This is an optimization exercise on Yosys and OpenROAD, whose aim is small area, not a production implementation.
The RTL was checked by simulation tests, not by an equivalence proof against the original design.
Power is estimated from default activity; no workload was simulated.

<file path="flow/design.v">
package video_pkg;
	typedef struct packed {
		logic [7:0] red;
		logic [7:0] green;
		logic [7:0] blue;
	} pixel_t;
	typedef struct packed {
		pixel_t pixel;
		logic   sop;
		logic   eop;
	} video_beat_t;
	typedef logic [10:0] coord_t;
	typedef struct packed {
		logic   found;
		coord_t left;
		coord_t right;
		coord_t top;
		coord_t bottom;
	} box_t;
endpackage
package host_pkg;
	typedef logic [2:0] reg_addr_t;
	typedef logic [31:0] msg_word_t;
	typedef logic [4:0] fill_t;
endpackage
`timescale 1ns/10ps
module eee_imgproc (
	input  logic                clk,
	input  logic                reset_n,
	input  logic [23:0]         sink_data,
	input  logic                sink_valid,
	output logic                sink_ready,
	input  logic                sink_sop,
	input  logic                sink_eop,
	output logic [23:0]         source_data,
	output logic                source_valid,
	input  logic                source_ready,
	output logic                source_sop,
	output logic                source_eop,
	input  logic                mode,              
	input  logic                s_chipselect,
	input  logic                s_read,
	input  logic                s_write,
	input  host_pkg::reg_addr_t s_address,
	output logic [31:0]         s_readdata,
	input  logic [31:0]         s_writedata
);
	logic        hv;           
	logic [23:0] hd;
	logic        hsop;
	logic        heop;
	logic        held_ready;
	logic        advance;
	assign held_ready = ~source_valid | source_ready;
	assign sink_ready = ~hv | held_ready;
	assign advance    = hv & held_ready;
	always_ff @(posedge clk) begin
		if (!reset_n) begin
			hv <= 1'b0;
		end else if (sink_ready) begin
			hv <= sink_valid;
		end
	end
	always_ff @(posedge clk) begin
		if (sink_valid & sink_ready) begin
			hd   <= sink_data;
			hsop <= sink_sop;
			heop <= sink_eop;
		end
	end
	logic       video;
	logic [9:0] x;
	logic [8:0] y;
	logic [9:0] xmin, xmax;    
	logic [8:0] ymin, ymax;    
	logic       hit;
	logic       bright;
	logic       pix;
	logic       pixel_hit;
	logic       frame_done;
	logic       x_lt, x_gt;
	logic       init;
	logic       box_pend;      
	logic       found;
	logic [9:0] bl, br;
	logic [8:0] bt, bb;
	assign bright     = hd[23] & hd[15] & hd[7];
	assign init       = advance & hsop;
	assign pix        = advance & ~hsop & video;
	assign pixel_hit  = pix & bright;
	assign frame_done = pix & heop;
	assign hit        = ~&ymin;
	assign x_lt       = x < xmin;
	assign x_gt       = x > xmax;
	always_ff @(posedge clk) begin
		if (!reset_n) begin
			video <= 1'b0;
		end else if (init) begin
			video <= (hd[3:0] == 4'h0);
		end
	end
	always_ff @(posedge clk) begin
		if (advance) begin
			if (hsop) begin
				x <= '0;
				y <= '0;
			end else if (x == 10'd639) begin
				x <= '0;
				if (y != 9'd479) begin
					y <= y + 1'b1;
				end
			end else begin
				x <= x + 1'b1;
			end
		end
	end
	always_ff @(posedge clk) begin
		if (init | (pixel_hit & x_lt)) xmin <= x | {10{init}};
		if (init | (pixel_hit & x_gt)) xmax <= x & ~{10{init}};
		if (init | (pixel_hit & ~hit)) ymin <= y | {9{init}};
		if (init | pixel_hit)          ymax <= y & ~{9{init}};
	end
	always_ff @(posedge clk) begin
		if (!reset_n) begin
			box_pend <= 1'b0;
			found    <= 1'b0;
		end else begin
			box_pend <= frame_done;
			if (box_pend) begin
				found <= hit;
			end
		end
	end
	always_ff @(posedge clk) begin
		if (box_pend) begin
			bl <= xmin;
			br <= xmax;
			bt <= ymin;
			bb <= ymax;
		end
	end
	logic        on_edge;
	logic [7:0]  grey;
	logic [23:0] ovl;
	logic [23:0] bb_col;
	assign grey    = hd[15:9] + hd[23:18] + hd[7:2];
	assign on_edge = found & ((x == bl) | (x == br) | (y == bt) | (y == bb));
	always_comb begin
		ovl = hd;
		if (mode & video & ~hsop) begin
			if (on_edge) begin
				ovl = bb_col;
			end else if (bright) begin
				ovl = 24'hffffff;
			end else begin
				ovl = {grey, grey, grey};
			end
		end
	end
	always_ff @(posedge clk) begin
		if (!reset_n) begin
			source_valid <= 1'b0;
		end else if (held_ready) begin
			source_valid <= hv;
		end
	end
	always_ff @(posedge clk) begin
		if (advance) begin
			source_data <= ovl;
			source_sop  <= hsop;
			source_eop  <= heop;
		end
	end
	logic       wr_sel, rd_sel;
	logic       flush;
	logic       pop;
	logic       read_d;
	logic [7:0] status_byte;
	assign wr_sel = s_chipselect & s_write;
	assign rd_sel = s_chipselect & s_read;
	assign flush  = wr_sel & (s_address == 3'd0) & s_writedata[4];
	assign pop    = rd_sel & ~read_d & (s_address == 3'd1);
	always_ff @(posedge clk) begin
		if (!reset_n) begin
			status_byte <= 8'h00;
			bb_col      <= 24'h00ff00;
		end else if (wr_sel) begin
			if (s_address == 3'd0) begin
				status_byte <= {s_writedata[7:5], 1'b0, s_writedata[3:0]};
			end
			if (s_address == 3'd3) begin
				bb_col <= s_writedata[23:0];
			end
		end
	end
	logic [2:0]  frame_cnt;
	logic [1:0]  wr_step;     
	logic        start;
	logic        wr_en;
	logic        rd_en;
	logic [4:0]  fill;
	logic [3:0]  wp;          
	logic [10:0] rsel;        
	logic [1:0]  rph;         
	logic        pop_pend;    
	logic [18:0] ring [11];
	logic [18:0] wr_word;
	logic [18:0] rd_word;
	assign start = frame_done & ~flush & (frame_cnt == 3'd0) & (wr_step == 2'd0) &
		(fill <= 5'd13);
	assign wr_en = (wr_step != 2'd0) & ~flush;
	assign rd_en = pop & (fill != 5'd0) & ~flush;
	assign wr_word = wr_step[0] ? ({br, bb} & {19{~box_pend}}) : {bl, bt};
	always_ff @(posedge clk) begin
		if (!reset_n) begin
			frame_cnt <= '0;
			wr_step   <= 2'd0;
		end else begin
			if (flush) begin
				wr_step <= 2'd0;
			end else if (start) begin
				wr_step <= 2'd1;
			end else if (wr_step != 2'd0) begin
				wr_step <= wr_step + 1'b1;
			end
			if (start) begin
				frame_cnt <= 3'(6 - 1);
			end else if (frame_done && frame_cnt != '0) begin
				frame_cnt <= frame_cnt - 1'b1;
			end
		end
	end
	always_ff @(posedge clk) begin
		if (!reset_n || flush) begin
			fill <= '0;
			wp   <= '0;
			rsel <= 11'd1;
			rph  <= '0;
		end else begin
			if (wr_en && !rd_en) begin
				fill <= fill + 1'b1;
			end else if (rd_en && !wr_en) begin
				fill <= fill - 1'b1;
			end
			if (wr_en && wr_step != 2'd1) begin
				wp <= (wp == 4'd10) ? 4'd0 : wp + 1'b1;
			end
			if (pop_pend) begin
				rph <= (rph == 2'd2) ? 2'd0 : rph + 1'b1;
				if (rph != 2'd0) begin
					rsel <= {rsel[9:0], rsel[10]};
				end
			end
		end
	end
	always_ff @(posedge clk) begin
		if (wr_en && wr_step != 2'd1) begin
			ring[wp] <= wr_word;
		end
	end
	logic       st_q, msg_q, id_q, col_q;    
	logic [4:0] fill_q;
	logic [31:0] msg_word;
	always_ff @(posedge clk) begin
		read_d   <= rd_sel;
		pop_pend <= rd_en;
		st_q     <= (s_address == 3'd0);
		msg_q    <= (s_address == 3'd1);
		id_q     <= (s_address == 3'd2);
		col_q    <= (s_address == 3'd3);
		fill_q   <= fill;
	end
	logic        msg_box;
	logic        msg_tag;
	logic        is_l;
	assign msg_box = msg_q & (rph != 2'd0);
	assign msg_tag = msg_q & (rph == 2'd0);
	assign is_l    = rph[0];
	always_comb begin
		rd_word = '0;
		for (int i = 0; i < 11; i++) begin
			rd_word = rd_word | (ring[i] & {19{rsel[i] & msg_box}});
		end
	end
	assign msg_word = {5'd0, is_l & (&rd_word[18:9]), rd_word[18:9],
		5'd0, {2{is_l & (&rd_word[8:0])}}, rd_word[8:0]} | (32'h00004242 & {32{msg_tag}});
	assign s_readdata = ({16'h0000, 3'b000, fill_q, status_byte} & {32{st_q}}) |
		msg_word | (32'h1234EEE2 & {32{id_q}}) |
		({8'h00, bb_col} & {32{col_q}});
endmodule
</file>
<file path="flow/flow/run.sh">
#!/bin/bash
# Standard ORFS layout, with small port buffers and a clock tree without dummy loads.
set -euo pipefail
bash standard.sh synth > synth.log 2>&1
export BUFFER_PORTS_ARGS="-buffer_cell sky130_fd_sc_hd__buf_1"
export CTS_ARGS="-sink_clustering_enable -repair_clock_nets -dont_use_dummy_load -buf_list sky130_fd_sc_hd__clkbuf_8 -sink_clustering_size 16 -sink_clustering_max_diameter 60 -sink_buffer_max_cap_derate 0.03"
bash standard.sh finish > layout.log 2>&1
</file>
<file path="flow/standard.sh">
#!/bin/bash
# synth_recipe.tcl (not shown) runs the flow's synth.tcl, then flattens the netlist and writes it again
# the make line also repeats each setting of config.mk as NAME=value (left out here)
make -C /OpenROAD-flow-scripts/flow DESIGN_CONFIG=/design/flow/config.mk WORK_HOME=/design/flow/orfs CLKGATE_MAP_FILE= SYNTH_SCRIPT=/design/flow/synth_recipe.tcl "${@:-finish}"
</file>
<file path="flow/config.mk">
export PLATFORM = sky130hd
export DESIGN_NAME = eee_imgproc
export DESIGN_NICKNAME = eee_imgproc
export VERILOG_FILES = /design/flow/design.v
export SDC_FILE = /design/flow/constraint.sdc
export NUM_CORES = 4
export LEC_CHECK = 0
export CAP_MARGIN = 5
export CORE_MARGIN = 2
export CORE_UTILIZATION = 65
export SLEW_MARGIN = 5
</file>
<file path="flow/constraint.sdc">
create_clock -name core_clock -period 5.0 [get_ports {clk}]
set_input_delay 1.0000 -clock core_clock [delete_from_list [all_inputs] [get_ports {clk}]]
set_output_delay 1.0000 -clock core_clock [all_outputs]
set_load 0.01 [all_outputs]
</file>
==> results.yml, run 1 <==
sta:
  final-max-slew-violation-count: 0
  skew_ps: 40.3
  hold_violations: 0
  post-route-period-util: 0.941
  tightest_slew_ps: 1170
  setup_viol: 0
  rsz0062_at_grt: "false"
  max_slew_margin: 0.212
  min_period_ps: 4700
  max_clock_freq_mhz: 213
  finalSetupTns_ps: 0
critical_path:
  cp_top_family: "simple AND/OR/NAND/NOR gates"
  start_kind: "register"
  crit_path_top_delay_cell: "o211a_1"
  reg2reg_from: "y[5]$_SDFFCE_PP0P_"
  critPathMaxStageDelay_ps: 710
  crit_path_cell_trace: "o211a_1 -> a222oi_1 -> nand2_1 -> a211oi_1 -> or4_1 -> nor3_1 -> buf_1"
  crit_start: "rph[0]$_SDFFE_PP0P_"
  path_max_fanout: 17
  crit_type: "reg -> out"
  cp.arrival_ps: 3700
  end_kind: "primary output"
  worst_ep_required_time_ps: 4000
  critPathBufInv: 1
yosys:
  synth_top_cell_area_share: 0.606
  synthMuxAreaShare: 0.00631
  netlist_top_cells_area: "edfxtp_1 (61%), dfxtp_1 (8.4%), nand2_1 (3.2%), a222oi_1 (2.6%), ha_1 (2.5%)"
  synth_compound_area_frac: 0.102
  ys_seq_elements: 430
  yosys.area_share.simple: 0.102
  synthCells: 1292
  ys_warn_count: 1
  synth-seq-area-share: 0.690
  yosysTopAreaCell: "edfxtp_1"
  synth_edf_count: 356
  synth_fa_ha_area_frac: 0.0339
  ys.flop_type: "edfxtp_1"
  synth_xor_area_frac: 0.0313
  synth_top_family_by_area: "compound AO/OA/AOI/OAI gates"
  netlist_area_um2: 17700
  syn_area_per_cell_um2: 13.7
  ys_async_sr_fraction: 0
  ys_types: 58
power_and_ir_drop:
  total_power_w: 0.00642
  p_leak_nw: 6.79
  ir_drop_v: 0.000230
  power_density_nw_per_um2: 340
layout:
  drive_gt1_frac: 0.0691
  fill_cells: 1891
  diodes: 0
  area_growth_syn_to_layout_pct: 7.02
  design_area_um2: 18900
  final_net_count: 1518
  layout_common_cells: "edfxtp_1 (356), nand2_1 (151), buf_1 (116)"
  layout_commonest_cell: "edfxtp_1"
  multi_input_area_um2: 4920
  seqCellArea_um2: 12200
grt:
  gr-total-overflow: 0
  grt_pass1_wl_mm: 62.1
  track_usage: 0.291
  grt_max_degree: 42
  grt_pass1_vias: 10700
  antenna_found_initial: 0
place:
  post_dp_cell_area_um2: 18400
  gp_congestion: 0.855
  io_buffers: 116
  hpwl_mm: 27.0
hold_path:
  hp-start: "fill[4]$_SDFFE_PP0P_"
  hp-class: "reg -> reg"
floorplanning:
  placementRows: 60
  die_h_um: 169
  ios: 129
  die_area_um2: 28500
  core_um2: 26800
  start_util: 0.659
  fp.dieW_um: 169
routing:
  first_pass_iters: 5
  drt_iter0_drc: 1267
  totalWireLength_mm: 40.9
  ant_nets: 0
  drc_errors: 0
  dr_total_vias: 11100
  viasPerCell: 6.34
  post_drt_wl_per_cell_um: 23.4
clock_tree:
  cts.sinks: 430
  cts_tree: "built"
  cts_buffers: 34
  clk_latency_ps: 560
  clk_path_buf_depth: 3
  h-tree-depth: 2
  hold_buffers: 0
  cts_root_buf: "clkbuf_8"
  cts_setup_buffers: 0
  clk_pin_slew_worst_paths_ps: 90
  cts_resized: 0
flow_run:
  maxCapViolCount: 0
outcome:
  status: "finished clean"
==> power by group <==
group / internal, W / switching, W / leakage (nW)
logic: 0.000215 / 0.000386 / 2.70
registers: 0.00408 / 0.0000936 / 3.85
clock network: 0.000614 / 0.00104 / 0.244
==> worst paths after layout <==
| kind | endpoint | slack, ps | cells past startpoint |
|---|---|---|---|
| hold reg to reg | fill_q[4]$_DFF_P_ | 410 | 0 |
| setup / recovery | s_readdata[26] | 300 | 7 |
| setup reg to reg | source_data[22]$_DFFE_PP_ | 1910 | 6 |
| hold / removal | fill_q[4]$_DFF_P_ | 410 | 0 |
==> cells by family after synthesis <==
family                     count (synthesis)
other                                      1
muxes                                     11
DFF                                      430
xor gates and xnor gates                  63
and+or+nand+nor                          388
AOI/OAI and AO/OA                        231
adders and majority gates                 43
buffers and inverters                    125
==> layer usage <==
metal | wire length [µm] | track usage
met1 | 17500 | 0.429
met2 | 19000 | 0.458
met3 | 3380 | 0.0461
met4 | 990 | 0.0806
met5 | 0 | 0
==> stage by stage <==
step / hold slack, ps / cells / utilization / setup WS, ps
after floorplan: 369 / 1295 / - / 155
after global placement: 390 / 1711 / 0.687 / 989
after detailed placement: 396 / 1711 / 0.687 / 953
after CTS: 406 / 1745 / 0.705 / 364
after global routing: 419 / 1745 / 0.705 / 120
final: 413 / 1745 / 0.705 / 295
==> cells in the mapped netlist (12+ instances only) <==
library cell / count
edfxtp_1: 356
nand2_1: 151
nor2_1: 90
dfxtp_1: 74
a21oi_1: 52
a222oi_1: 45
xor2_1: 45
inv_1: 44
clkbuf_1: 40
nand3_1: 36
ha_1: 35
a22o_1: 30
nand2b_1: 23
and2_1: 21
o22ai_1: 21
xnor2_1: 18
buf_2: 17
a21o_1: 12
a221oi_1: 12
a22oi_1: 12
and3_1: 12
==> final cells by class <==
class / count / area share
Tap cell: 341 / 0.0226
Timing Repair Buffer: 156 / 0.0389
Multi-Input combinational cell: 740 / 0.261
Sequential cell: 430 / 0.644
Inverter: 44 / 0.00874
Clock buffer: 34 / 0.0248
==> registers in the layout (all words and copies together) (netlist names), 2 cells and up <==
register,count
y,9
frame_cnt,3
wr_step,2
wp,4
bl,10
source_data,24
status_byte,7
xmax,10
ymin,9
rph,2
x,10
xmin,10
ring,209
bb,9
rsel,11
fill_q,5
bb_col,24
ymax,9
fill,5
hd,24
bt,9
br,10
==> run 2, diff against run 1 <==
--- a/flow/config.mk
+++ b/flow/config.mk
@@ -7,5 +7,5 @@
 export LEC_CHECK = 0
 export CAP_MARGIN = 5
 export CORE_MARGIN = 2
-export CORE_UTILIZATION = 65
+export CORE_UTILIZATION = 40
 export SLEW_MARGIN = 5
==> run 2 against run 1 <==
First-iteration DRC count decreased by 8.8%. Register-to-register slack better by 150 ps. Via count down 1.2%. Sequential cell count unchanged. Total power is 0.74% higher. Critical path depth unchanged. Worst hold slack worse by 20 ps. Clock-buffer cell count up 1. Worst setup slack worse by 140 ps. Final area up 1.5%. Sequential share of layout area shrank 0.95 points.
==> results.yml, run 2 <==
critical_path:
  start_kind: "register"
  path_max_fanout: 17
  crit_start: "rph[0]$_SDFFE_PP0P_"
  crit_type: "reg -> out"
  reg2reg_from: "wr_step[0]$_SDFFE_PP0P_"
  rrSetupSlack_ps: 2060
  worst_ep_required_time_ps: 4000
  end_kind: "primary output"
  cp.arrival_ps: 3850
sta:
  min_period_ps: 4850
  final-max-slew-violation-count: 0
  post-route-period-util: 0.970
  setup_viol: 0
  hold_violations: 0
  max_clock_freq_mhz: 206
  hold_ws_ps: 393
  max_slew_margin: 0.206
  finalSetupTns_ps: 0
  rsz0062_at_grt: "false"
  tightest_slew_ps: 1190
  skew_ps: 67.8
layout:
  seqCellArea_um2: 12200
  multi_input_area_um2: 4920
  design_area_um2: 19200
  largest_reg_flops: 209
  final_net_count: 1514
  drive_gt1_frac: 0.0664
  regMostFlops: "ring"
  layout_common_cells: "edfxtp_1 (356), nand2_1 (151), buf_1 (116)"
  fill_cells: 3975
  layout_commonest_cell: "edfxtp_1"
  area_growth_syn_to_layout_pct: 8.63
yosys:
  ys.flop_type: "edfxtp_1"
  netlist_area_um2: 17700
  ys_warn_count: 1
  ys_async_sr_fraction: 0
  ys_types: 58
  yosys-top-cells-count: "edfxtp_1 (356), nand2_1 (151), nor2_1 (90), dfxtp_1 (74), a21oi_1 (52)"
  yosysMostFrequentCell: "edfxtp_1"
  synth_edf_count: 356
  ys_seq_elements: 430
  netlist_top_cells_area: "edfxtp_1 (61%), dfxtp_1 (8.4%), nand2_1 (3.2%), a222oi_1 (2.6%), ha_1 (2.5%)"
  syn_area_per_cell_um2: 13.7
  synth-seq-area-share: 0.690
  synth_top_cell_area_share: 0.606
  synthCells: 1292
  yosysTopAreaCell: "edfxtp_1"
floorplanning:
  start_util: 0.407
  die_area_um2: 45800
  die_h_um: 214
  core_um2: 43400
  fp.dieW_um: 214
  placementRows: 76
  ios: 129
routing:
  totalWireLength_mm: 43.8
  post_drt_wl_per_cell_um: 22.1
  drc_errors: 0
  viasPerCell: 5.51
  drt_iter0_drc: 1156
  ant_nets: 0
  first_pass_iters: 6
  dr_total_vias: 10900
grt:
  track_usage: 0.189
  gr-total-overflow: 0
  grt_pass1_vias: 11000
  grt_max_degree: 42
  antenna_found_initial: 0
  grt_pass1_wl_mm: 66.3
clock_tree:
  cts_root_buf: "clkbuf_8"
  cts_tree: "built"
  clk_latency_ps: 580
  clk_path_buf_depth: 3
  h-tree-depth: 2
  cts_setup_buffers: 0
  hold_buffers: 0
  cts_resized: 0
  cts.sinks: 430
  cts_buffers: 35
  clk_pin_slew_worst_paths_ps: 100
hold_path:
  hp-class: "reg -> reg"
  hp-start: "xmax[3]$_DFFE_PP_"
place:
  post_dp_cell_area_um2: 18700
  gp_congestion: 0.878
  io_buffers: 116
  hpwl_mm: 28.8
power_and_ir_drop:
  ir_drop_v: 0.000162
  power_density_nw_per_um2: 337
  p_leak_nw: 6.77
  total_power_w: 0.00647
outcome:
  status: "finished clean"
flow_run:
  maxCapViolCount: 0
run 2: final timing paths:
check                           depth (start not counted)                    to
worst min-delay path                                    0       br[3]$_DFFE_PP_
worst max-delay path                                    7        s_readdata[26]
worst max register to register                         11  fill[4]$_SDFFE_PP0P_
worst min register to register                          0       br[3]$_DFFE_PP_
run 2: layer usage:
metal | global-route usage | routed length, µm | vias to the layer above
li1 | - | - | 5012
met1 | 0.260 | 18900 | 5469
met2 | 0.312 | 20900 | 374
met3 | 0.0233 | 2790 | 80
met4 | 0.0634 | 1260 | 0
met5 | 0 | 0 | -
run 2: metrics by stage:
stage / setup WS, ps / util / std cells
6_report: 152 / 0.442 / 1986
2_1_floorplan: 155 / - / 1295
3_3_place_gp: 836 / 0.431 / 1950
3_5_place_dp: 798 / 0.431 / 1950
5_1_grt: 79.7 / 0.442 / 1985
4_1_cts: 151 / 0.442 / 1985
run 2: worst max-delay path: stages, from the launching register on:
cell and delay (ps):
dfxtp_1 820, o211a_1 690, a222oi_1 240, nand2_1 120, a211oi_1 130, or4_1 640, nor3_1 420, buf_1 220
run 2: kinds of logic (layout without fill, tap and decap cells):
group,Yosys count,after routing,share of synthesized area
other cells,1,5,0.000212
flops,430,430,0.690
simple gates,388,388,0.102
xor+xnor,63,63,0.0313
mux,11,11,0.00631
buf+inv,125,230,0.0352
fa+ha+maj,43,43,0.0339
compound gates,231,231,0.102
run 2: cell type report:
class / instances / share of cell area
flip-flops and latches: 430 / 0.635
multi-input cells: 740 / 0.257
well taps: 585 / 0.0382
repair buffers: 151 / 0.0364
clock buffers: 35 / 0.0251
inverters: 44 / 0.00861
diodes: 1 / 0.000131
run 2: power breakdown:
| group | total (W) | switching, W | leakage [nW] | internal, W |
|---|---|---|---|---|
| combinational | 0.000610 | 0.000400 | 2.67 | 0.000210 |
| sequential | 0.00416 | 0.0000878 | 3.85 | 0.00408 |
| clock | 0.00170 | 0.00106 | 0.252 | 0.000631 |
==> run 3, diff against run 2 <==
--- a/flow/config.mk
+++ b/flow/config.mk
@@ -5,7 +5,7 @@
 export SDC_FILE = /design/flow/constraint.sdc
 export NUM_CORES = 4
 export LEC_CHECK = 0
-export CAP_MARGIN = 5
+export CAP_MARGIN = 0
 export CORE_MARGIN = 2
 export CORE_UTILIZATION = 40
-export SLEW_MARGIN = 5
+export SLEW_MARGIN = 0
==> run 3 against run 2 <==
Critical path depth unchanged. Final cell count unchanged. Core utilization stayed put. Largest power group unchanged.
==> results.yml, run 3 <==
outcome:
  status: "finished clean"
power_and_ir_drop:
  pwr-share-clk: 0.262
  p_seq_frac: 0.644
  power.switching_w: 0.00155
  ir_drop_v: 0.000162
  swShare: 0.240
  power_density_nw_per_um2: 337
  combinationalPowerShare: 0.094
  p_leak_nw: 6.77
  total_power_w: 0.00647
  p_int_w: 0.00492
yosys:
  netlist_top_cells_area: "edfxtp_1 (61%), dfxtp_1 (8.4%), nand2_1 (3.2%), a222oi_1 (2.6%), ha_1 (2.5%)"
  synth_top_cell_area_share: 0.606
  ys_async_sr_fraction: 0
  synth-seq-area-share: 0.690
  yosysTopAreaCell: "edfxtp_1"
  ys_types: 58
  netlist_area_um2: 17700
  yosys-top-cells-count: "edfxtp_1 (356), nand2_1 (151), nor2_1 (90), dfxtp_1 (74), a21oi_1 (52)"
  synthCells: 1292
  ys_warn_count: 1
  yosysMostFrequentCell: "edfxtp_1"
  synth_edf_count: 356
  ys.flop_type: "edfxtp_1"
  ys_seq_elements: 430
  syn_area_per_cell_um2: 13.7
place:
  post_dp_cell_area_um2: 18700
  hpwl_mm: 28.8
  io_buffers: 116
  gp_congestion: 0.878
grt:
  grt_pass1_wl_mm: 66.3
  grt_max_degree: 42
  antenna_found_initial: 0
  gr-total-overflow: 0
  grt_pass1_vias: 11000
  track_usage: 0.189
sta:
  setup_viol: 0
  tightest_slew_ps: 1190
  min_period_ps: 4850
  max_clock_freq_mhz: 206
  post-route-period-util: 0.970
  hold_violations: 0
  skew_ps: 67.8
  max_slew_margin: 0.206
  final-max-slew-violation-count: 0
  finalSetupTns_ps: 0
  rsz0062_at_grt: "false"
layout:
  area_growth_syn_to_layout_pct: 8.63
  final_net_count: 1514
  layout_common_cells: "edfxtp_1 (356), nand2_1 (151), buf_1 (116)"
  regMostFlops: "ring"
  drive_gt1_frac: 0.0664
  layout_commonest_cell: "edfxtp_1"
  largest_reg_flops: 209
  design_area_um2: 19200
  fin_util: 0.442
critical_path:
  worst_ep_required_time_ps: 4000
  start_kind: "register"
  cp.arrival_ps: 3850
  end_kind: "primary output"
  path_max_fanout: 17
  crit_type: "reg -> out"
clock_tree:
  cts_root_buf: "clkbuf_8"
  clk_path_buf_depth: 3
  cts.sinks: 430
  cts_resized: 0
  clk_pin_slew_worst_paths_ps: 100
  cts_tree: "built"
  cts_setup_buffers: 0
  h-tree-depth: 2
  clk_latency_ps: 580
  cts_buffers: 35
  hold_buffers: 0
floorplanning:
  core_um2: 43400
  die_h_um: 214
  placementRows: 76
  start_util: 0.407
  ios: 129
  fp.dieW_um: 214
  die_area_um2: 45800
routing:
  viasPerCell: 5.51
  post_drt_wl_per_cell_um: 22.1
  drc_errors: 0
  ant_nets: 0
  totalWireLength_mm: 43.8
  first_pass_iters: 6
  dr_total_vias: 10900
  drt_iter0_drc: 1156
flow_run:
  maxCapViolCount: 0
hold_path:
  hp-class: "reg -> reg"
## run 3: cell counts after synthesis
No cell type changed its count.
## run 3: worst max-delay path, stage by stage, from the launching register on
cell	delay, ps
dfxtp_1	820
o211a_1	690
a222oi_1	240
nand2_1	120
a211oi_1	130
or4_1	640
nor3_1	420
buf_1	220
## run 3: path summary, 6_finish.rpt
kind	slack [ps]	start	end	cells after the start
max	150	rph[0]$_SDFFE_PP0P_	s_readdata[26]	7
min	390	xmax[3]$_DFFE_PP_	br[3]$_DFFE_PP_	0
max reg2reg	2060	wr_step[0]$_SDFFE_PP0P_	fill[4]$_SDFFE_PP0P_	11
min reg2reg	390	xmax[3]$_DFFE_PP_	br[3]$_DFFE_PP_	0
## run 3: power groups by stage
stage	clock [W]	combinational [W]	sequential, W
after floorplan	0	0.000429	0.00420
after CTS	0.00174	0.000609	0.00416
final	0.00170	0.000610	0.00416
after global placement	0	0.000587	0.00424
after detailed placement	0	0.000607	0.00425
after global routing	0.00185	0.000681	0.00418
## run 3: area by class of cell
cell class / instances / area [µm²]
clock buffers: 35 / 482
repair buffers: 151 / 698
flip-flops and latches: 430 / 12200
multi-input cells: 740 / 4920
well taps: 585 / 732
diodes: 1 / 2.50
fillers: 3975 / 24200
inverters: 44 / 165
## run 3: per-layer routing
layer  track usage  vias to the layer above  share of wire
met5             0                        -              0
met3        0.0233                       80          0.064
met4        0.0634                        0          0.029
met2         0.312                      374           0.48
li1              -                     5012              -
met1         0.260                     5469           0.43
## run 3: per-stage QoR
| stage | hold slack (ps) | setup slack [ps] | instances |
|---|---|---|---|
| 2_1_floorplan | 369 | 155 | 1295 |
| 3_3_place_gp | 401 | 836 | 1950 |
| 3_5_place_dp | 397 | 798 | 1950 |
| 4_1_cts | 391 | 151 | 1985 |
| 5_1_grt | 402 | 79.7 | 1985 |
| 6_report | 393 | 152 | 1986 |
## run 3: cell families (layout without fill, tap and decap cells)
kind of cell | count (synthesis) | count (layout) | synth area share
flops | 430 | 430 | 0.690
other cells | 1 | 5 | 0.000212
xor+xnor | 63 | 63 | 0.0313
compound gates | 231 | 231 | 0.102
mux | 11 | 11 | 0.00631
simple gates | 388 | 388 | 0.102
buf+inv | 125 | 230 | 0.0352
fa+ha+maj | 43 | 43 | 0.0339
==> run 4, diff against run 3 <==
==> flow/flow/run.sh (replaced) <==
#!/bin/bash
# Standard ORFS layout, with small port buffers and a clock tree without dummy loads.
set -euo pipefail
bash standard.sh synth > synth.log 2>&1
export BUFFER_PORTS_ARGS="-buffer_cell sky130_fd_sc_hd__buf_1"
export CTS_ARGS="-sink_clustering_enable -repair_clock_nets -dont_use_dummy_load -buf_list sky130_fd_sc_hd__clkbuf_8 -sink_clustering_size 12 -sink_clustering_max_diameter 50 -sink_buffer_max_cap_derate 0.02"
bash standard.sh finish > layout.log 2>&1
--- a/flow/config.mk
+++ b/flow/config.mk
@@ -5,7 +5,8 @@
 export SDC_FILE = /design/flow/constraint.sdc
 export NUM_CORES = 4
 export LEC_CHECK = 0
-export CAP_MARGIN = 0
+export CAP_MARGIN = 20
 export CORE_MARGIN = 2
 export CORE_UTILIZATION = 40
-export SLEW_MARGIN = 0
+export GPL_TIMING_DRIVEN = 0
+export SLEW_MARGIN = 20
==> run 4 against run 3 <==
Worst hold slack improved by 1.8 ps. Sequential share of layout area shrank 2.2 points. Synthesized area did not move. Sequential cell count is the same. Total power rose by 3.9%. Clock-buffer cell count is 10 higher. Die area unchanged. Critical path depth is 4 higher. Largest power group unchanged. Highest routed layer is now met5.
==> results.yml, run 4 <==
outcome:
  status: "finished clean"
layout:
  regMostFlops: "ring"
  final_net_count: 1596
  layout_common_cells: "edfxtp_1 (356), nand2_1 (151), buf_1 (117)"
  diodes: 0
  fill_cells: 3993
  design_area_um2: 19900
  drive_gt1_frac: 0.0924
  largest_reg_flops: 209
  layout_commonest_cell: "edfxtp_1"
  area_growth_syn_to_layout_pct: 12.6
clock_tree:
  clk_path_buf_depth: 3
  cts_tree: "built"
  cts.sinks: 430
  cts_buffers: 45
  h-tree-depth: 2
  hold_buffers: 0
  clk_pin_slew_worst_paths_ps: 90
  cts_root_buf: "clkbuf_8"
  clk_latency_ps: 600
  cts_setup_buffers: 0
  cts_resized: 0
sta:
  tightest_slew_ps: 978
  max_slew_margin: 0.345
  setup_viol: 0
  post-route-period-util: 0.907
  min_period_ps: 4540
  fin_ws_ps: 464
  rsz0062_at_grt: "false"
  hold_violations: 0
  skew_ps: 43.7
  final-max-slew-violation-count: 0
  max_clock_freq_mhz: 220
grt:
  antenna_found_initial: 1
  grt_pass1_wl_mm: 68.0
  gr-total-overflow: 0
  grt_max_degree: 35
  track_usage: 0.196
  grt_pass1_vias: 11200
critical_path:
  crit_path_cell_trace: "buf_2 -> o211a_1 -> buf_2 -> buf_2 -> a22oi_1 -> nand3_1 -> a211oi_2 -> nor4_1 -> nand4b_1 -> nand3_1 -> buf_1"
  start_kind: "register"
  path_max_fanout: 10
  crit_start: "msg_q$_DFF_P_"
  worst_ep_required_time_ps: 4000
  critPathBufInv: 4
  r2r_cells: 6
  worstReg2RegEnd: "xmin[5]$_DFFE_PP_"
  cpMostUsedCell: "buf_2"
  crit_type: "reg -> out"
  crit_path_top_delay_cell: "nor4_1"
  critPathMaxStageDelay_ps: 560
  cp_top_family: "buffers and inverters"
  end_kind: "primary output"
  cp.arrival_ps: 3540
  reg2reg_from: "source_valid$_SDFFE_PN0P_"
  rrSetupSlack_ps: 1760
routing:
  post_drt_wl_per_cell_um: 21.9
  drc_errors: 0
  viasPerCell: 5.42
  ant_nets: 0
  dr_total_vias: 11200
  first_pass_iters: 8
  totalWireLength_mm: 45.2
  drt_iter0_drc: 999
yosys:
  netlist_top_cells_area: "edfxtp_1 (61%), dfxtp_1 (8.4%), nand2_1 (3.2%), a222oi_1 (2.6%), ha_1 (2.5%)"
  netlist_area_um2: 17700
  ys_warn_count: 1
  ys_async_sr_fraction: 0
  yosysTopAreaCell: "edfxtp_1"
  synthCells: 1292
  syn_area_per_cell_um2: 13.7
  yosys-top-cells-count: "edfxtp_1 (356), nand2_1 (151), nor2_1 (90), dfxtp_1 (74), a21oi_1 (52)"
  ys_seq_elements: 430
  synth_edf_count: 356
  synth-seq-area-share: 0.690
  ys.flop_type: "edfxtp_1"
  yosysMostFrequentCell: "edfxtp_1"
  ys_types: 58
  synth_top_cell_area_share: 0.606
floorplanning:
  ios: 129
  fp.dieW_um: 214
  die_h_um: 214
  placementRows: 76
  start_util: 0.407
  die_area_um2: 45800
  core_um2: 43400
hold_path:
  hp-class: "reg -> reg"
  hp-start: "fill[2]$_SDFFE_PP0P_"
  holdPathEnd: "fill_q[2]$_DFF_P_"
  hold_depth: 0
power_and_ir_drop:
  p_leak_nw: 7.11
  power_density_nw_per_um2: 338
  ir_drop_v: 0.000197
place:
  post_dp_cell_area_um2: 19200
  io_buffers: 116
  gp_congestion: 0.871
  dp_slack_ps: 1010
  hpwl_mm: 32.7
flow_run:
  maxCapViolCount: 0
-- run 4: cell types whose count changed in the layout (fill, tap and decap cells not counted), moves of 10 or more --
cell,previous run,this run
clkbuf_8,35,45
clkbuf_1,0,40
buf_4,35,17
buf_6,0,16
buf_2,0,22
-- run 4: cells by family (layout without fill, tap and decap cells) --
kind of cell             after synthesis  count (layout)  share of synthesized area
AO/OA/AOI/OAI                        231             231                      0.102
XOR/XNOR                              63              63                     0.0313
adder cells (fa/ha/maj)               43              43                     0.0339
buffers and inverters                125             312                     0.0352
flip-flops                           430             430                      0.690
multiplexers                          11              11                    0.00631
other                                  1               4                   0.000212
AND/OR/NAND/NOR                      388             388                      0.102
-- run 4: worst max-delay path by stage --
| stage | slack (ps) | cells after the start | end |
|---|---|---|---|
| floorplan | 150 | 4 | ymin[0]$_DFFE_PP_ |
| global placement | -1890 | 7 | ring[2][3]$_DFFE_PP_ |
| detailed placement | 1010 | 7 | xmin[0]$_DFFE_PP_ |
| CTS | 450 | 11 | s_readdata[9] |
| global route | 300 | 11 | s_readdata[9] |
| finish | 460 | 11 | s_readdata[9] |
-- run 4: layer usage --
layer | GRT usage | share of wire
met1 | 0.269 | 0.43
met3 | 0.0270 | 0.064
met2 | 0.322 | 0.48
met4 | 0.0632 | 0.028
met5 | 0 | 0.00035
-- run 4: cell type report --
class	instances	area [µm²]	share of cell area
Buffer	81	455	0.0229
Multi-Input combinational cell	740	4960	0.250
Tap cell	585	732	0.0368
Clock buffer	45	619	0.0312
Timing Repair Buffer	142	762	0.0384
Sequential cell	430	12200	0.613
Inverter	44	165	0.00831
-- run 4: worst reg2reg max path, delay by kind of cell, from the launching register on --
| kind | cells | cell delay, ps |
|---|---|---|
| AOI/OAI and AO/OA | 2 | 1330 |
| DFF | 1 | 310 |
| buffers and inverters | 1 | 260 |
| and+or+nand+nor | 3 | 960 |
-- run 4: report_power, final --
group          leakage, nW  switching [W]  internal [W]  total, W
Combinational         2.94       0.000439      0.000229  0.000668
Clock                0.324        0.00111      0.000801   0.00191
Sequential            3.85      0.0000654       0.00408   0.00414
-- run 4: stage by stage --
step           setup TNS, ps   util  std cells  total power, W  hold slack, ps
2_1_floorplan              0      -       1295         0.00463             369
3_3_place_gp         -172020  0.434       1996         0.00485             392
3_5_place_dp               0  0.444       2022         0.00489             394
4_1_cts                    0  0.458       2067         0.00677             391
5_1_grt                    0  0.458       2067         0.00697             399
6_report                   0  0.458       2067         0.00672             395
==> run 5, diff against run 4 <==
==> flow/flow/run.sh (replaced) <==
#!/bin/bash
# Standard ORFS layout, with small port buffers and a clock tree without dummy loads.
set -euo pipefail
bash standard.sh synth > synth.log 2>&1
export BUFFER_PORTS_ARGS="-buffer_cell sky130_fd_sc_hd__buf_1"
export GPL_KEEP_OVERFLOW=0
export CTS_ARGS="-sink_clustering_enable -repair_clock_nets -dont_use_dummy_load -buf_list sky130_fd_sc_hd__clkbuf_4 -sink_clustering_size 9 -sink_clustering_max_diameter 45 -sink_buffer_max_cap_derate 0.05"
bash standard.sh finish > layout.log 2>&1
==> flow/config.mk (replaced) <==
export PLATFORM = sky130hd
export DESIGN_NAME = eee_imgproc
export DESIGN_NICKNAME = eee_imgproc
export VERILOG_FILES = /design/flow/design.v
export SDC_FILE = /design/flow/constraint.sdc
export NUM_CORES = 4
export LEC_CHECK = 0
export CAP_MARGIN = 5
export CORE_MARGIN = 2
export CORE_UTILIZATION = 40
export SLEW_MARGIN = 5
==> run 5 against run 4 <==
Register-to-register slack worse by 410 ps. Combinational power shrank 7.6%. Clock power shrank 17%. Critical endpoint is now s_readdata[26].
==> results.yml, run 5 <==
sta:
  min_period_ps: 4680
  fin_ws_ps: 321
  max_slew_margin: 0.175
  post-route-period-util: 0.936
  rsz0062_at_grt: "false"
  finalSetupTns_ps: 0
  hold_ws_ps: 387
  tightest_slew_ps: 1230
  skew_ps: 111
  final-max-slew-violation-count: 0
  setup_viol: 0
  max_clock_freq_mhz: 214
  hold_violations: 0
critical_path:
  end_kind: "primary output"
  rrSetupSlack_ps: 1350
  r2r_cells: 4
  worstReg2RegEnd: "source_data[14]$_DFFE_PP_"
  start_kind: "register"
  crit_type: "reg -> out"
  cp.arrival_ps: 3680
  worst_ep_required_time_ps: 4000
  reg2reg_from: "hsop$_DFFE_PP_"
  path_max_fanout: 19
clock_tree:
  cts_tree: "built"
  clk_latency_ps: 780
  clk_path_buf_depth: 3
  cts_buffers: 55
  h-tree-depth: 2
  cts_root_buf: "clkbuf_4"
  cts_setup_buffers: 0
  hold_buffers: 0
  clk_pin_slew_worst_paths_ps: 100
  cts.sinks: 430
grt:
  gr-total-overflow: 0
  track_usage: 0.188
  grt_max_degree: 44
  grt_pass1_vias: 10800
  grt_pass1_wl_mm: 65.6
  antenna_found_initial: 1
yosys:
  synth_xor_area_frac: 0.0313
  synth-seq-area-share: 0.690
  syn_area_per_cell_um2: 13.7
  yosysMostFrequentCell: "edfxtp_1"
  synthMuxAreaShare: 0.00631
  ys.flop_type: "edfxtp_1"
  yosys-top-cells-count: "edfxtp_1 (356), nand2_1 (151), nor2_1 (90), dfxtp_1 (74), a21oi_1 (52)"
  ys_async_sr_fraction: 0
  synth_top_family_by_area: "compound AO/OA/AOI/OAI gates"
  synth_fa_ha_area_frac: 0.0339
  ys_warn_count: 1
  synth_edf_count: 356
  ys_seq_elements: 430
  synth_top_cell_area_share: 0.606
  synthCells: 1292
  synth_compound_area_frac: 0.102
  netlist_top_cells_area: "edfxtp_1 (61%), dfxtp_1 (8.4%), nand2_1 (3.2%), a222oi_1 (2.6%), ha_1 (2.5%)"
  yosys.area_share.simple: 0.102
  yosysTopAreaCell: "edfxtp_1"
  netlist_area_um2: 17700
  ys_types: 58
power_and_ir_drop:
  ir_drop_v: 0.000189
  power_density_nw_per_um2: 333
  p_leak_nw: 6.73
hold_path:
  hold_depth: 0
  holdPathEnd: "fill_q[4]$_DFF_P_"
  hp-start: "fill[4]$_SDFFE_PP0P_"
  hp-class: "reg -> reg"
routing:
  drt_iter0_drc: 1104
  drc_errors: 0
  viasPerCell: 5.48
  totalWireLength_mm: 43.8
  ant_nets: 0
  post_drt_wl_per_cell_um: 22.0
  first_pass_iters: 7
  dr_total_vias: 10900
flow_run:
  maxCapViolCount: 0
layout:
  area_growth_syn_to_layout_pct: 8.47
  seqCellArea_um2: 12200
  layout_common_cells: "edfxtp_1 (356), nand2_1 (150), buf_1 (116)"
  regMostFlops: "ring"
  fin_cells: 1988
  final_net_count: 1516
  multi_input_area_um2: 5040
  layout_commonest_cell: "edfxtp_1"
  largest_reg_flops: 209
  fin_util: 0.442
  fill_cells: 4009
  drive_gt1_frac: 0.0792
floorplanning:
  placementRows: 76
  ios: 129
  fp.dieW_um: 214
  core_um2: 43400
  start_util: 0.407
  die_h_um: 214
  die_area_um2: 45800
place:
  dp_slack_ps: 545
  gp_congestion: 0.813
  io_buffers: 116
  hpwl_mm: 28.9
  placedCellCount: 1932
outcome:
  status: "finished clean"
## run 5: through the flow
stage | total power [W] | area [µm²]
2_1_floorplan | 0.00463 | 17700
3_3_place_gp | 0.00482 | 18400
3_5_place_dp | 0.00486 | 18600
4_1_cts | 0.00642 | 19100
5_1_grt | 0.00662 | 19100
6_report | 0.00638 | 19100
## run 5: power breakdown
part,switching [W],total [W],internal (W)
Clock,0.00109,0.00159,0.000503
Sequential,0.0000904,0.00417,0.00408
Combinational,0.000403,0.000617,0.000215
## run 5: area by class of cell
class                   count  area share
clock buffers              55      0.0216
inverters                  44     0.00863
well taps                 585      0.0382
repair buffers            133      0.0321
multi-input cells         740       0.263
flip-flops and latches    430       0.636
diodes                      1    0.000131
## run 5: how the worst max path moves through the flow
stage | startpoint | endpoint | cells after the start
2_1_floorplan | source_ready | ymin[0]$_DFFE_PP_ | 4
3_3_place_gp | source_ready | xmin[1]$_DFFE_PP_ | 5
3_5_place_dp | rph[0]$_SDFFE_PP0P_ | s_readdata[26] | 7
4_1_cts | rph[1]$_SDFFE_PP0P_ | s_readdata[26] | 7
5_1_grt | rph[1]$_SDFFE_PP0P_ | s_readdata[9] | 8
6_report | rph[1]$_SDFFE_PP0P_ | s_readdata[26] | 7
## run 5: timing repair
item | 4_1_cts | 5_1_grt
pin swaps | 0 | 0
resized for setup | 19 | 4
setup endpoints to repair | 3 | 3
## run 5: metal layers
layer | up-vias | routed length, µm | part of all wire | global-route usage
met3 | 69 | 2550 | 0.058 | 0.0275
met4 | 0 | 1130 | 0.026 | 0.0572
met2 | 342 | 21100 | 0.48 | 0.311
met1 | 5449 | 19000 | 0.43 | 0.257
li1 | 5044 | - | - | -
met5 | - | 0 | 0 | 0
## run 5: cell families (layout without fill, tap and decap cells)
| family | count (synthesis) | count (layout) |
|---|---|---|
| other cells | 1 | 5 |
| buf+inv | 125 | 232 |
| fa+ha+maj | 43 | 43 |
| flops | 430 | 430 |
| compound gates | 231 | 231 |
| mux | 11 | 11 |
| simple gates | 388 | 388 |
| xor+xnor | 63 | 63 |
## run 5: worst max-delay path: stages (launching register included)
cell,delay [ps]
dfxtp_1,820
o211a_4,500
a222oi_1,180
nand2_1,110
a211oi_1,120
or4_1,620
nor3_1,410
buf_1,210
==> run 6, diff against run 5 <==
--- a/flow/flow/run.sh
+++ b/flow/flow/run.sh
@@ -3,6 +3,5 @@
 set -euo pipefail
 bash standard.sh synth > synth.log 2>&1
 export BUFFER_PORTS_ARGS="-buffer_cell sky130_fd_sc_hd__buf_1"
-export GPL_KEEP_OVERFLOW=0
 export CTS_ARGS="-sink_clustering_enable -repair_clock_nets -dont_use_dummy_load -buf_list sky130_fd_sc_hd__clkbuf_4 -sink_clustering_size 9 -sink_clustering_max_diameter 45 -sink_buffer_max_cap_derate 0.05"
 bash standard.sh finish > layout.log 2>&1
==> run 6 against run 5 <==
Worst setup slack worse by 25 ps. Critical path type unchanged. Clock-buffer cell count down 1. Synthesized cell count did not move. Via count is 0.79% higher. Sequential power is essentially flat. Critical path depth up 1. Core utilization decreased by 0.11 points. Combinational power fell by 0.6%. Clock power hardly changed. Total power down 0.19%. Synthesized area unchanged.
==> results.yml, run 6 <==
power_and_ir_drop:
  combinationalPowerShare: 0.096
  ir_drop_v: 0.000194
  power_density_nw_per_um2: 333
  p_seq_frac: 0.654
  p_int_w: 0.00478
  p_leak_nw: 6.75
  swShare: 0.249
  pwr-share-clk: 0.249
  power.switching_w: 0.00158
layout:
  design_area_um2: 19100
  layout_common_cells: "edfxtp_1 (356), nand2_1 (151), buf_1 (116)"
  regMostFlops: "ring"
  fill_cells: 3997
  area_growth_syn_to_layout_pct: 8.20
  final_net_count: 1533
  drive_gt1_frac: 0.0803
  seqCellArea_um2: 12200
  multi_input_area_um2: 4920
  largest_reg_flops: 209
  layout_commonest_cell: "edfxtp_1"
  fin_util: 0.440
floorplanning:
  ios: 129
  die_h_um: 214
  die_area_um2: 45800
  core_um2: 43400
  placementRows: 76
  fp.dieW_um: 214
  start_util: 0.407
critical_path:
  crit_path_top_delay_cell: "dfxtp_1"
  crit_path_cell_trace: "o211a_1 -> buf_4 -> a222oi_1 -> nand2_1 -> a211oi_1 -> or4_1 -> nor3_1 -> buf_1"
  cp_top_family: "simple AND/OR/NAND/NOR gates"
  cp.arrival_ps: 3700
  critPathMaxStageDelay_ps: 660
  critPathBufInv: 2
  worst_ep_required_time_ps: 4000
  crit_type: "reg -> out"
  end_kind: "primary output"
  path_max_fanout: 14
  start_kind: "register"
yosys:
  ys_warn_count: 1
  synth_xor_area_frac: 0.0313
  yosys-top-cells-count: "edfxtp_1 (356), nand2_1 (151), nor2_1 (90), dfxtp_1 (74), a21oi_1 (52)"
  synth_top_family_by_area: "compound AO/OA/AOI/OAI gates"
  synth_compound_area_frac: 0.102
  yosysTopAreaCell: "edfxtp_1"
  synth_fa_ha_area_frac: 0.0339
  synth_edf_count: 356
  ys.flop_type: "edfxtp_1"
  synthCells: 1292
  ys_async_sr_fraction: 0
  syn_area_per_cell_um2: 13.7
  synthMuxAreaShare: 0.00631
  ys_types: 58
  synth-seq-area-share: 0.690
  netlist_area_um2: 17700
  ys_seq_elements: 430
  netlist_top_cells_area: "edfxtp_1 (61%), dfxtp_1 (8.4%), nand2_1 (3.2%), a222oi_1 (2.6%), ha_1 (2.5%)"
  yosysMostFrequentCell: "edfxtp_1"
  synth_top_cell_area_share: 0.606
  yosys.area_share.simple: 0.102
sta:
  setup_viol: 0
  post-route-period-util: 0.941
  rsz0062_at_grt: "false"
  max_clock_freq_mhz: 213
  finalSetupTns_ps: 0
  min_period_ps: 4700
  tightest_slew_ps: 1230
  max_slew_margin: 0.179
  skew_ps: 77.3
  final-max-slew-violation-count: 0
  fin_ws_ps: 296
  hold_violations: 0
clock_tree:
  cts_tree: "built"
  clk_pin_slew_worst_paths_ps: 100
  cts_buffers: 54
  cts_setup_buffers: 0
  h-tree-depth: 2
  cts.sinks: 430
  clk_latency_ps: 780
  clk_path_buf_depth: 3
  cts_root_buf: "clkbuf_4"
grt:
  grt_max_degree: 42
  antenna_found_initial: 2
  use_met2: 0.308
  use_met3: 0.0346
  track_usage: 0.191
  grt_util_met1: 0.257
  grt_pass1_vias: 11100
  grt_most_used_layer: "met2"
  gr-total-overflow: 0
  grt_pass1_wl_mm: 66.7
flow_run:
  maxCapViolCount: 0
routing:
  viasPerCell: 5.48
  post_drt_wl_per_cell_um: 22.0
  totalWireLength_mm: 44.2
  dr_total_vias: 11000
  drt_iter0_drc: 1130
  ant_nets: 0
  drc_errors: 0
  first_pass_iters: 6
place:
  post_dp_cell_area_um2: 18700
  dp_slack_ps: 798
  io_buffers: 116
  hpwl_mm: 28.8
  gp_congestion: 0.878
outcome:
  status: "finished clean"
hold_path:
  hp-class: "reg -> reg"
-- run 6: cell counts after synthesis --
Identical to the previous run, type by type.
-- run 6: cells by family after synthesis --
family / Yosys count
xor+xnor: 63
mux: 11
other cells: 1
fa+ha+maj: 43
buf+inv: 125
simple gates: 388
flops: 430
compound gates: 231
-- run 6: worst paths after layout --
path,startpoint,to,slack [ps],depth (start not counted)
hold reg to reg,fill[4]$_SDFFE_PP0P_,fill_q[4]$_DFF_P_,410,0
setup reg to reg,wr_step[0]$_SDFFE_PP0P_,fill[4]$_SDFFE_PP0P_,2030,11
setup / recovery,rph[1]$_SDFFE_PP0P_,s_readdata[26],300,8
hold / removal,fill[4]$_SDFFE_PP0P_,fill_q[4]$_DFF_P_,410,0
-- run 6: power by group through the flow --
stage	registers (W)	clock network (W)	logic [W]
floorplan	0.00420	0	0.000429
global placement	0.00424	0	0.000587
detailed placement	0.00425	0	0.000607
CTS	0.00416	0.00164	0.000609
global route	0.00418	0.00176	0.000682
finish	0.00416	0.00159	0.000613
-- run 6: area by class of cell --
class	count	area share
diodes	1	0.000131
clock buffers	54	0.0212
inverters	44	0.00865
multi-input cells	740	0.258
flip-flops and latches	430	0.637
well taps	585	0.0383
repair buffers	151	0.0366
-- run 6: worst reg2reg max path, cell delays in order, from the launching register on --
cell,delay (ps)
dfxtp_1,340
inv_1,490
ha_1,430
a21oi_1,80
ha_1,240
inv_1,130
ha_1,290
a21o_1,200
a21oi_1,160
xnor2_1,100
or3_1,310
a21oi_1,130
-- run 6: through the flow --
step	cells	power, W	hold WS (ps)
2_1_floorplan	1295	0.00463	369
3_3_place_gp	1950	0.00483	401
3_5_place_dp	1950	0.00485	397
4_1_cts	2004	0.00641	319
5_1_grt	2005	0.00662	347
6_report	2005	0.00636	406
-- run 6: layer usage --
metal	part of all wire	vias to the layer above	routed length, µm
met5	0	-	0
met4	0.037	0	1610
met3	0.078	98	3450
met2	0.47	422	20500
met1	0.42	5396	18600
li1	-	5074	-
-- run 6: timing repair --
item / 4_1_cts / 5_1_grt
setup endpoints to repair: 2 / 0
resized for setup: 2 / 0
hold buffers: 0 / 0
hold endpoints to repair: 0 / 0
==> run 7, diff against run 6 <==
==> flow/flow/run.sh (replaced) <==
#!/bin/bash
# Standard ORFS layout, with small port buffers and a clock tree without dummy loads.
set -euo pipefail
bash standard.sh synth > synth.log 2>&1
export BUFFER_PORTS_ARGS="-buffer_cell sky130_fd_sc_hd__buf_1"
export CTS_ARGS="-sink_clustering_enable -repair_clock_nets -dont_use_dummy_load -buf_list sky130_fd_sc_hd__clkbuf_4 -sink_clustering_size 12 -sink_clustering_max_diameter 40 -sink_buffer_max_cap_derate 0.05"
bash standard.sh finish > layout.log 2>&1
--- a/flow/config.mk
+++ b/flow/config.mk
@@ -7,5 +7,5 @@
 export LEC_CHECK = 0
 export CAP_MARGIN = 5
 export CORE_MARGIN = 2
-export CORE_UTILIZATION = 40
+export CORE_UTILIZATION = 65
 export SLEW_MARGIN = 5
==> run 7 against run 6 <==
Still clean. Worst hold slack lost 5.7 ps. Clock power shrank 6%. Core utilization grew 26 points. Sequential cell count is the same. Synthesized area is the same. Synthesized cell count is the same. Sequential power is essentially flat. Final area shrank 1.6%. Clock skew grew 3.4 ps. Final cell count shrank 12%. Total power shrank 1.4%. Largest cell class unchanged.
==> results.yml, run 7 <==
outcome:
  status: "finished clean"
hold_path:
  hp-start: "fill[4]$_SDFFE_PP0P_"
  hp-class: "reg -> reg"
  hold_depth: 0
  holdPathEnd: "fill_q[4]$_DFF_P_"
sta:
  hold_violations: 0
  tightest_slew_ps: 1190
  max_clock_freq_mhz: 208
  max_slew_margin: 0.201
  rsz0062_at_grt: "false"
  finalSetupTns_ps: 0
  min_period_ps: 4810
  setup_viol: 0
  skew_ps: 80.7
  final-max-slew-violation-count: 0
  post-route-period-util: 0.962
  hold_ws_ps: 401
routing:
  first_pass_iters: 6
  ant_nets: 0
  totalWireLength_mm: 41.1
  viasPerCell: 6.33
  post_drt_wl_per_cell_um: 23.3
  drc_errors: 0
  dr_total_vias: 11200
  drt_iter0_drc: 1329
critical_path:
  end_kind: "primary output"
  rrSetupSlack_ps: 1890
  critPathMaxStageDelay_ps: 690
  reg2reg_from: "y[8]$_SDFFCE_PP0P_"
  start_kind: "register"
  path_max_fanout: 17
  critPathBufInv: 1
  cp.arrival_ps: 3810
  worstReg2RegEnd: "source_data[22]$_DFFE_PP_"
  worst_ep_required_time_ps: 4000
  crit_type: "reg -> out"
  crit_path_top_delay_cell: "o211a_1"
  cp_top_family: "simple AND/OR/NAND/NOR gates"
  r2r_cells: 6
  crit_path_cell_trace: "o211a_1 -> a222oi_1 -> nand2_1 -> a211oi_1 -> or4_1 -> nor3_1 -> buf_1"
yosys:
  netlist_area_um2: 17700
  ys_types: 58
  yosysTopAreaCell: "edfxtp_1"
  ys_warn_count: 1
  ys.flop_type: "edfxtp_1"
  ys_seq_elements: 430
  syn_area_per_cell_um2: 13.7
  synth-seq-area-share: 0.690
  ys_async_sr_fraction: 0
  yosys-top-cells-count: "edfxtp_1 (356), nand2_1 (151), nor2_1 (90), dfxtp_1 (74), a21oi_1 (52)"
  yosysMostFrequentCell: "edfxtp_1"
  synth_edf_count: 356
  netlist_top_cells_area: "edfxtp_1 (61%), dfxtp_1 (8.4%), nand2_1 (3.2%), a222oi_1 (2.6%), ha_1 (2.5%)"
  synth_top_cell_area_share: 0.606
  synthCells: 1292
power_and_ir_drop:
  p_seq_frac: 0.665
  ir_drop_v: 0.000204
  p_leak_nw: 6.78
  pwr-share-clk: 0.239
  p_int_w: 0.00475
  power.switching_w: 0.00152
  power_density_nw_per_um2: 334
  swShare: 0.243
  combinationalPowerShare: 0.096
floorplanning:
  core_um2: 26800
  fp.dieW_um: 169
  start_util: 0.659
  ios: 129
  placementRows: 60
  die_area_um2: 28500
  die_h_um: 169
clock_tree:
  clk_path_buf_depth: 3
  clk_pin_slew_worst_paths_ps: 70
  cts_buffers: 50
  cts_resized: 0
  cts_root_buf: "clkbuf_4"
  hold_buffers: 0
  cts_setup_buffers: 0
  cts.sinks: 430
  h-tree-depth: 2
  cts_tree: "built"
  clk_latency_ps: 710
layout:
  layout_common_cells: "edfxtp_1 (356), nand2_1 (151), buf_1 (116)"
  layout_commonest_cell: "edfxtp_1"
  largest_reg_flops: 209
  area_growth_syn_to_layout_pct: 6.51
  fill_cells: 1920
  drive_gt1_frac: 0.0796
  final_net_count: 1534
  regMostFlops: "ring"
flow_run:
  maxCapViolCount: 0
grt:
  grt_pass1_wl_mm: 62.2
  grt_max_degree: 42
  grt_pass1_vias: 10800
  antenna_found_initial: 1
  track_usage: 0.291
  gr-total-overflow: 0
place:
  gp_congestion: 0.855
  hpwl_mm: 27.0
  io_buffers: 116
[run 7: worst max path at each step]
stage | start | to | slack, ps | cells after the start
after floorplan | source_ready | ymin[0]$_DFFE_PP_ | 150 | 4
after global routing | rph[0]$_SDFFE_PP0P_ | s_readdata[26] | 70 | 7
after global placement | rph[0]$_SDFFE_PP0P_ | s_readdata[26] | 990 | 7
after detailed placement | rph[0]$_SDFFE_PP0P_ | s_readdata[26] | 950 | 7
final | rph[0]$_SDFFE_PP0P_ | s_readdata[26] | 190 | 7
after CTS | rph[0]$_SDFFE_PP0P_ | s_readdata[26] | 230 | 7
[run 7: metrics by stage]
step	util	total power, W	worst slack (ps)	cell area [µm²]	std cells
2_1_floorplan	-	0.00463	155	17700	1295
3_3_place_gp	0.687	0.00482	989	18400	1711
3_5_place_dp	0.687	0.00484	953	18400	1711
4_1_cts	0.701	0.00629	230	18800	1761
5_1_grt	0.701	0.00648	67.6	18800	1762
6_report	0.701	0.00627	190	18800	1762
[run 7: cell families (layout without fill, tap and decap cells)]
group                      count (synthesis)  after routing  share of synthesized area
buffers and inverters                    125            250                     0.0352
xor gates and xnor gates                  63             63                     0.0313
AOI/OAI and AO/OA                        231            231                      0.102
muxes                                     11             11                    0.00631
DFF                                      430            430                      0.690
adders and majority gates                 43             43                     0.0339
other                                      1              5                   0.000212
and+or+nand+nor                          388            388                      0.102
[run 7: cell type report]
cell class | count | area [µm²] | area share
tap | 341 | 427 | 0.0227
timing repair buffer | 156 | 736 | 0.0391
sequential | 430 | 12200 | 0.648
clock buffer | 50 | 375 | 0.0200
inverter | 44 | 165 | 0.00879
multi-input combinational | 740 | 4920 | 0.262
antenna | 1 | 2.50 | 0.000133
[run 7: power by group through the flow]
stage	Sequential, W	Clock [W]	Combinational, W
floorplan	0.00420	0	0.000429
global placement	0.00424	0	0.000576
detailed placement	0.00425	0	0.000594
CTS	0.00417	0.00153	0.000598
global route	0.00418	0.00163	0.000666
finish	0.00417	0.00150	0.000603
[run 7: per-layer routing]
metal  vias to the layer above  global-route usage  part of all wire
met1                      5522               0.428              0.43
met4                         0              0.0870             0.024
met5                         -                   0                 0
met2                       485               0.456              0.46
li1                       5077                   -                 -
met3                        74              0.0463             0.078
==> run 8, diff against run 7 <==
==> flow/flow/run.sh (replaced) <==
#!/bin/bash
# Standard ORFS layout, with small port buffers and a clock tree without dummy loads.
set -euo pipefail
bash standard.sh synth > synth.log 2>&1
export BUFFER_PORTS_ARGS="-buffer_cell sky130_fd_sc_hd__buf_1"
export CTS_ARGS="-sink_clustering_enable -repair_clock_nets -dont_use_dummy_load -buf_list sky130_fd_sc_hd__clkbuf_4 -sink_clustering_size 10 -sink_clustering_max_diameter 45 -sink_buffer_max_cap_derate 0.05"
bash standard.sh finish > layout.log 2>&1
--- a/flow/config.mk
+++ b/flow/config.mk
@@ -7,5 +7,5 @@
 export LEC_CHECK = 0
 export CAP_MARGIN = 5
 export CORE_MARGIN = 2
-export CORE_UTILIZATION = 65
+export CORE_UTILIZATION = 40
 export SLEW_MARGIN = 5
==> run 8 against run 7 <==
Largest power group unchanged. Wire length is 7.2% higher. Still clean on timing, DRC and antenna. First-iteration DRC count is 9.2% lower. Sequential cell count stayed put.
==> results.yml, run 8 <==
yosys:
  ys_warn_count: 1
  yosysMostFrequentCell: "edfxtp_1"
  ys.flop_type: "edfxtp_1"
  yosysTopAreaCell: "edfxtp_1"
  synth_edf_count: 356
  syn_area_per_cell_um2: 13.7
  netlist_top_cells_area: "edfxtp_1 (61%), dfxtp_1 (8.4%), nand2_1 (3.2%), a222oi_1 (2.6%), ha_1 (2.5%)"
  ys_async_sr_fraction: 0
  yosys-top-cells-count: "edfxtp_1 (356), nand2_1 (151), nor2_1 (90), dfxtp_1 (74), a21oi_1 (52)"
  synth_top_cell_area_share: 0.606
  netlist_area_um2: 17700
  ys_seq_elements: 430
  synth-seq-area-share: 0.690
  synthCells: 1292
  ys_types: 58
critical_path:
  start_kind: "register"
  path_max_fanout: 14
  critPathMaxStageDelay_ps: 660
  worst_ep_required_time_ps: 4000
  crit_path_cell_trace: "o211a_1 -> buf_4 -> a222oi_1 -> nand2_1 -> a211oi_1 -> or4_1 -> nor3_1 -> buf_1"
  end_kind: "primary output"
  cp.arrival_ps: 3680
  reg2reg_from: "wr_step[0]$_SDFFE_PP0P_"
  crit_path_top_delay_cell: "dfxtp_1"
  crit_type: "reg -> out"
  crit_start: "rph[1]$_SDFFE_PP0P_"
hold_path:
  hp-class: "in -> reg"
  hp-start: "sink_data[21]"
routing:
  post_drt_wl_per_cell_um: 22.0
  viasPerCell: 5.52
  drc_errors: 0
  totalWireLength_mm: 44.0
  drt_iter0_drc: 1207
  ant_nets: 0
  first_pass_iters: 7
  dr_total_vias: 11100
clock_tree:
  cts_root_buf: "clkbuf_4"
  clk_pin_slew_worst_paths_ps: 100
  cts_tree: "built"
  cts.sinks: 430
  cts_buffers: 50
  clk_path_buf_depth: 3
  h-tree-depth: 2
  clk_latency_ps: 770
grt:
  antenna_found_initial: 2
  grt_pass1_vias: 11100
  grt_max_degree: 42
  grt_pass1_wl_mm: 66.5
  track_usage: 0.190
  gr-total-overflow: 0
power_and_ir_drop:
  pwr-share-clk: 0.243
  p_leak_nw: 6.73
  combinationalPowerShare: 0.097
  swShare: 0.247
  ir_drop_v: 0.000178
  p_int_w: 0.00474
  power.switching_w: 0.00156
  power_density_nw_per_um2: 331
  p_seq_frac: 0.660
sta:
  post-route-period-util: 0.936
  min_period_ps: 4680
  hold_violations: 0
  setup_viol: 0
  skew_ps: 78.5
  rsz0062_at_grt: "false"
  finalSetupTns_ps: 0
  final-max-slew-violation-count: 0
  fin_ws_ps: 320
  tightest_slew_ps: 1230
  max_clock_freq_mhz: 214
  max_slew_margin: 0.180
floorplanning:
  ios: 129
  placementRows: 76
  fp.dieW_um: 214
  die_h_um: 214
  die_area_um2: 45800
  start_util: 0.407
  core_um2: 43400
layout:
  layout_commonest_cell: "edfxtp_1"
  fin_cells: 2002
  regMostFlops: "ring"
  final_net_count: 1529
  fill_cells: 4013
  drive_gt1_frac: 0.0777
  largest_reg_flops: 209
  layout_common_cells: "edfxtp_1 (356), nand2_1 (151), buf_1 (116)"
  area_growth_syn_to_layout_pct: 8.05
place:
  hpwl_mm: 28.8
  io_buffers: 116
  gp_congestion: 0.878
  dp_slack_ps: 798
  placedCellCount: 1950
outcome:
  status: "finished clean"
flow_run:
  maxCapViolCount: 0
## run 8: cell count changes in the layout (fill, tap and decap cells not counted), sizes merged
cell / before / now
diode: 1 / 2
buf: 156 / 151
## run 8: area by class of cell
| class | instances | area, µm² | area share |
|---|---|---|---|
| clock buffer | 50 | 375 | 0.0197 |
| timing repair buffer | 151 | 698 | 0.0366 |
| sequential | 430 | 12200 | 0.638 |
| antenna | 2 | 5.00 | 0.000262 |
| tap | 585 | 732 | 0.0384 |
| multi-input combinational | 740 | 4920 | 0.258 |
| inverter | 44 | 165 | 0.00866 |
## run 8: power by group through the flow
stage               registers (W)  clock network (W)  logic (W)
floorplan                 0.00420                  0   0.000429
global placement          0.00424                  0   0.000587
detailed placement        0.00425                  0   0.000607
CTS                       0.00416            0.00157   0.000609
global route              0.00418            0.00171   0.000682
finish                    0.00416            0.00153   0.000613
## run 8: path summary, 6_finish.rpt
check,slack [ps],cells after the start,to
min reg2reg,410,0,fill_q[4]$_DFF_P_
max reg2reg,2020,11,fill[4]$_SDFFE_PP0P_
max,320,8,s_readdata[26]
min,400,1,hd[21]$_DFFE_PP_
## run 8: cells by family (layout without fill, tap and decap cells)
| kind of cell | after synthesis | after routing | synth area share |
|---|---|---|---|
| xor+xnor | 63 | 63 | 0.0313 |
| buf+inv | 125 | 245 | 0.0352 |
| simple gates | 388 | 388 | 0.102 |
| fa+ha+maj | 43 | 43 | 0.0339 |
| flops | 430 | 430 | 0.690 |
| compound gates | 231 | 231 | 0.102 |
| other cells | 1 | 6 | 0.000212 |
| mux | 11 | 11 | 0.00631 |
## run 8: worst max-delay path, delay by kind of cell (launching register included)
family          cells  cell delay [ps]
simple gates        3             1170
flops               1              660
compound gates      3              660
buf+inv             2              470
## run 8: timing repair
action                                  CTS  global route
endpoints found under the setup margin    1             1
cloned                                    0             0
buffers inserted                          0             0
hold buffers                              0             0
gates resized for setup                   1             1
## run 8: layer usage
layer / track usage / vias up / wire [µm]
li1: - / 5063 / -
met1: 0.257 / 5470 / 18400
met2: 0.308 / 432 / 20800
met3: 0.0335 / 92 / 3300
met4: 0.0715 / 0 / 1510
met5: 0 / - / 0
## run 8: metrics by stage
stage | total power (W) | util | instance area (µm²) | hold WS, ps
floorplan | 0.00463 | - | 17700 | 369
global placement | 0.00483 | 0.431 | 18700 | 401
detailed placement | 0.00485 | 0.431 | 18700 | 397
CTS | 0.00635 | 0.440 | 19100 | 356
global route | 0.00657 | 0.440 | 19100 | 373
finish | 0.00630 | 0.440 | 19100 | 400

[afterwards: timing with drivers on the ports]
Ports are ideal in the flow. The routed layouts listed here were re-timed in OpenROAD.
Step 1: set_driving_cell puts a clkbuf_16 on clk and a buf_2 on each other input, an assumption about the parent block.
Step 2 moves the port delays by t, midway between the first and last clock arrival at a register: inputs arrive t later, outputs are due t later. That takes back most of the time a late clock gives input paths.
a / b / c = ideal / step 1 / step 2; a / b = the first two.
| run | t, ns | setup slack, ns | worst slew at a driven data input, ns |
|---|---|---|---|
| run 1 | 0.589 | 0.295 / 0.247 / 0.837 | 0.06 |
| run 2 | 0.603 | 0.152 / 0.102 / 0.705 | 0.07 |
| run 3 | 0.603 | 0.152 / 0.102 / 0.705 | 0.07 |
| run 4 | 0.626 | 0.464 / 0.415 / 1.041 | 0.06 |
| run 5 | 0.774 | 0.321 / 0.271 / 0.924 | 0.07 |
| run 6 | 0.787 | 0.296 / 0.245 / 1.033 | 0.07 |
| run 7 | 0.722 | 0.190 / 0.143 / 0.864 | 0.06 |
| run 8 | 0.777 | 0.320 / 0.270 / 1.047 | 0.07 |
After both steps every run listed still meets setup and hold.
